Source: an optimization exercise on an open RTL-to-GDS flow (aim: small area). Production flows keep margins and buffers that such runs may drop. RTL that was checked went through simulation tests only; none was proved equivalent to the original. No activity file was given, so power comes from the tool's default toggle rates.

## l1_dcache_ctrl
module l1_dcache_ctrl #(
  parameter int ADDR_WIDTH = 32,
  parameter int DATA_WIDTH = 32,
  parameter int LINE_WORDS = 4,
  parameter int NUM_LINES  = 16
) (
  input  logic                             clk,
  input  logic                             rst,
  input  logic                             cpu_req,
  input  logic                             cpu_we,
  input  logic [ADDR_WIDTH-1:0]            cpu_addr,
  input  logic [DATA_WIDTH-1:0]            cpu_wdata,
  input  logic [DATA_WIDTH/8-1:0]          cpu_wstrb,
  output logic [DATA_WIDTH-1:0]            cpu_rdata,
  output logic                             mem_stall,
  output logic                             mem_req,
  output logic                             mem_we,
  output logic [ADDR_WIDTH-1:0]            mem_addr,
  output logic [DATA_WIDTH*LINE_WORDS-1:0] mem_wdata,
  input  logic [DATA_WIDTH*LINE_WORDS-1:0] mem_rdata,
  input  logic                             mem_ack
);
  localparam int NB     = DATA_WIDTH / 8;
  localparam int BOFF_W = $clog2(NB);
  localparam int OFF_W  = $clog2(LINE_WORDS);
  localparam int IDX_W  = $clog2(NUM_LINES);
  localparam int LO_W   = BOFF_W + OFF_W;
  localparam int TAG_W  = ADDR_WIDTH - LO_W - IDX_W;
  localparam int LINE_W = DATA_WIDTH * LINE_WORDS;
  logic busy;
  logic wb;
  logic [NUM_LINES-1:0] valid;
  logic [NUM_LINES-1:0] dirty;
  logic [TAG_W-1:0]     tag_arr  [NUM_LINES];
  logic [LINE_W-1:0]    data_arr [NUM_LINES];
  logic [OFF_W-1:0]  word_sel;
  logic [IDX_W-1:0]  idx;
  logic [TAG_W-1:0]  addr_tag;
  logic [TAG_W-1:0]  cur_tag;
  logic [LINE_W-1:0] cur_line;
  ...
export LEC_CHECK = 0
export CAP_MARGIN = 20
export CORE_MARGIN = 2
export CORE_UTILIZATION = 40
export SLEW_MARGIN = 20
export SYNTH_HIERARCHICAL = 1
create_clock -name core_clock -period 10.0 [get_ports {clk}]
run.sh (not shown) runs the stock make flow with config.mk's settings and CLKGATE_MAP_FILE= SYNTH_SCRIPT=/design/flow/synth_recipe.tcl, a recipe that flattens the netlist after the stock synthesis.
Then changed:
- CTS_BUF_LIST: unset -> sky130_fd_sc_hd__clkbuf_8
- CTS_CLUSTER_SIZE: unset -> 30
The new run finished with timing, DRC and antenna clean.
Total power is lower by 5.0%.
Via count is higher by 1.4%.
Area after synthesis does not change.
Routed wire length is higher by 1.2%.
Count of clock-buffer cells in the layout is higher by 105.
Die area is unchanged.
Final area is lower by 0.81%.
Utilization is lower by 0.38 points.
Then changed:
==> flow/flow/run.sh (new file) <==
#!/bin/bash
set -euo pipefail
export BUFFER_PORTS_ARGS="-buffer_cell sky130_fd_sc_hd__buf_1"
export CTS_ARGS="-sink_clustering_enable -repair_clock_nets -buf_list sky130_fd_sc_hd__clkbuf_16 -sink_buffer_max_cap_derate 0.04 -sink_clustering_size 30 -sink_clustering_max_diameter 100"
bash standard.sh > standard_flow.log 2>&1
==> flow/standard.sh (new file) <==
#!/bin/bash
# synth_recipe.tcl (not shown) runs the flow's synth.tcl, then flattens the netlist and writes it again
# the make line also repeats each setting of config.mk as NAME=value (left out here)
make -C /OpenROAD-flow-scripts/flow DESIGN_CONFIG=/design/flow/config.mk WORK_HOME=/design/flow/orfs CLKGATE_MAP_FILE= SYNTH_SCRIPT=/design/flow/synth_recipe.tcl "${@:-finish}"
- CTS_BUF_LIST: sky130_fd_sc_hd__clkbuf_8 -> unset
- CTS_CLUSTER_SIZE: 30 -> unset
removed: flow/run.sh
After rerunning:
- synthesized area stays the same
- utilization fell by 3.0 points
- first-iteration DRC count increases by 5.8%
- setup slack gets better by 0.12 ns
- total power goes down by 14%
- clock skew fell by 0.027 ns
- routed wire length is lower by about 2.5%
Function was not checked in any run of this note: the RTL went through the layout flow alone.

* * *

Another version of the RTL of l1_dcache_ctrl (not shown whole).
Size: roughly 400 I/O pins, about 87,000 um^2 of cells after synthesis.
Settings: LEC_CHECK=0, CAP_MARGIN=20, CORE_MARGIN=2, CORE_UTILIZATION=55, SLEW_MARGIN=20, SYNTH_HIERARCHICAL=1; clock period 10.0 ns.
standard.sh (not shown) runs the stock make flow with config.mk's settings and CLKGATE_MAP_FILE= SYNTH_SCRIPT=/design/flow/synth_recipe.tcl, a recipe that flattens the netlist after the stock synthesis.
==> flow/flow/run.sh <==
#!/bin/bash
set -euo pipefail
export BUFFER_PORTS_ARGS="-buffer_cell sky130_fd_sc_hd__buf_1"
export CTS_ARGS="-sink_clustering_enable -repair_clock_nets -dont_use_dummy_load -buf_list {sky130_fd_sc_hd__buf_6 sky130_fd_sc_hd__buf_8} -root_buf sky130_fd_sc_hd__buf_8 -sink_clustering_buffer sky130_fd_sc_hd__buf_6 -sink_buffer_max_cap_derate 0.04 -sink_clustering_size 14 -sink_clustering_max_diameter 60"
bash standard.sh > standard_flow.log 2>&1
Change:
--- a/flow/config.mk
+++ b/flow/config.mk
@@ -8,5 +8,6 @@
 export CAP_MARGIN = 20
 export CORE_MARGIN = 2
-export CORE_UTILIZATION = 55
+export CORE_UTILIZATION = 40
+export GPL_TIMING_DRIVEN = 0
 export SLEW_MARGIN = 20
 export SYNTH_HIERARCHICAL = 1
Effect: The new run ran to the end with no violations. Sequential power is about the same. Total power went up by 0.64%. Cell count went up by about 8%. Setup slack is worse by 980 ps. Area after synthesis does not change. Sequential share of layout area went down by 1.4 points. Worst hold slack stays flat. Global-route usage went down by 9.6 points. Count of clock-buffer cells in the layout went up by 5.
Change:
--- a/flow/config.mk
+++ b/flow/config.mk
@@ -9,5 +9,4 @@
 export CORE_MARGIN = 2
 export CORE_UTILIZATION = 40
-export GPL_TIMING_DRIVEN = 0
 export SLEW_MARGIN = 20
 export SYNTH_HIERARCHICAL = 1
The new run passed the timing, design-rule and antenna checks.
Setup slack improves by 670 ps.
Sequential share of layout area rises by 0.83 points.
Via count falls by 0.81%.
Count of clock-buffer cells in the layout falls by 1.
Maximum frequency rises by 7.3%.
Change:
==> flow/flow/run.sh (replaced) <==
#!/bin/bash
set -euo pipefail
export BUFFER_PORTS_ARGS="-buffer_cell sky130_fd_sc_hd__buf_1"
export CTS_ARGS="-sink_clustering_enable -repair_clock_nets -dont_use_dummy_load -buf_list {sky130_fd_sc_hd__buf_6 sky130_fd_sc_hd__buf_8} -root_buf sky130_fd_sc_hd__buf_8 -sink_clustering_buffer sky130_fd_sc_hd__buf_6 -sink_buffer_max_cap_derate 0.04 -sink_clustering_size 16 -sink_clustering_max_diameter 60"
bash standard.sh > standard_flow.log 2>&1
--- a/flow/config.mk
+++ b/flow/config.mk
@@ -6,7 +6,7 @@
 export NUM_CORES = 4
 export LEC_CHECK = 0
-export CAP_MARGIN = 20
+export CAP_MARGIN = 5
 export CORE_MARGIN = 2
-export CORE_UTILIZATION = 40
-export SLEW_MARGIN = 20
+export CORE_UTILIZATION = 55
+export SLEW_MARGIN = 5
 export SYNTH_HIERARCHICAL = 1
Effect:
- The changed run passed the timing, design-rule and antenna checks
- final cell count decreases by about 7%
- register-to-register slack improved by 50 ps
- global-route usage increases by 10 points
- non-clock buffer count increases by 4
- cell area decreases by about 1.3%
- area after synthesis is unchanged
- first-iteration DRC count increases by about 3.7%
- synthesized cell count is unchanged
- die area decreases by 27%
- combinational power increases by about 0.8%
- power decreases by 0.86%

## afterwards: timing with drivers on the ports
In the flow no input, the clock included, has a driving cell. The finished layouts below were timed again as built, in two steps. Step 1 sets driving cells, clkbuf_16 on the clock port and buf_2 on the other inputs (assumed; they add their load-dependent delay and slew). Step 2 moves the port delays by t, midway between the first and last clock arrival at a register: inputs arrive t later, outputs are due t later. That takes back most of the time a late clock gives input paths. a / b / c = no drivers / after step 1 / after step 2; a / b = the first two.
run	shift t [ns]	setup WS [ns]	slew at the worst register clock pin (ns)
the first run of note 1	0.935	0.666 / 0.566 / 0.555	0.08 / 0.08
the second run of note 1	1.116	0.641 / 0.543 / 0.501	0.08 / 0.08
the third run of note 1	0.838	0.758 / 0.723 / 0.723	0.12 / 0.12
the first run of note 2	0.903	1.149 / 1.118 / 0.687	0.11 / 0.11
the second run of note 2	0.926	0.164 / 0.140 / 0.140	0.11 / 0.11
the third run of note 2	0.962	0.836 / 0.815 / 0.654	0.11 / 0.11
the fourth run of note 2	0.909	0.994 / 0.970 / 0.582	0.12 / 0.12
After both steps setup and hold are still met in every run listed. The setup slack of the first run of note 2, which loses most, moves by -0.031 ns with the drivers and by -0.462 ns with both steps.
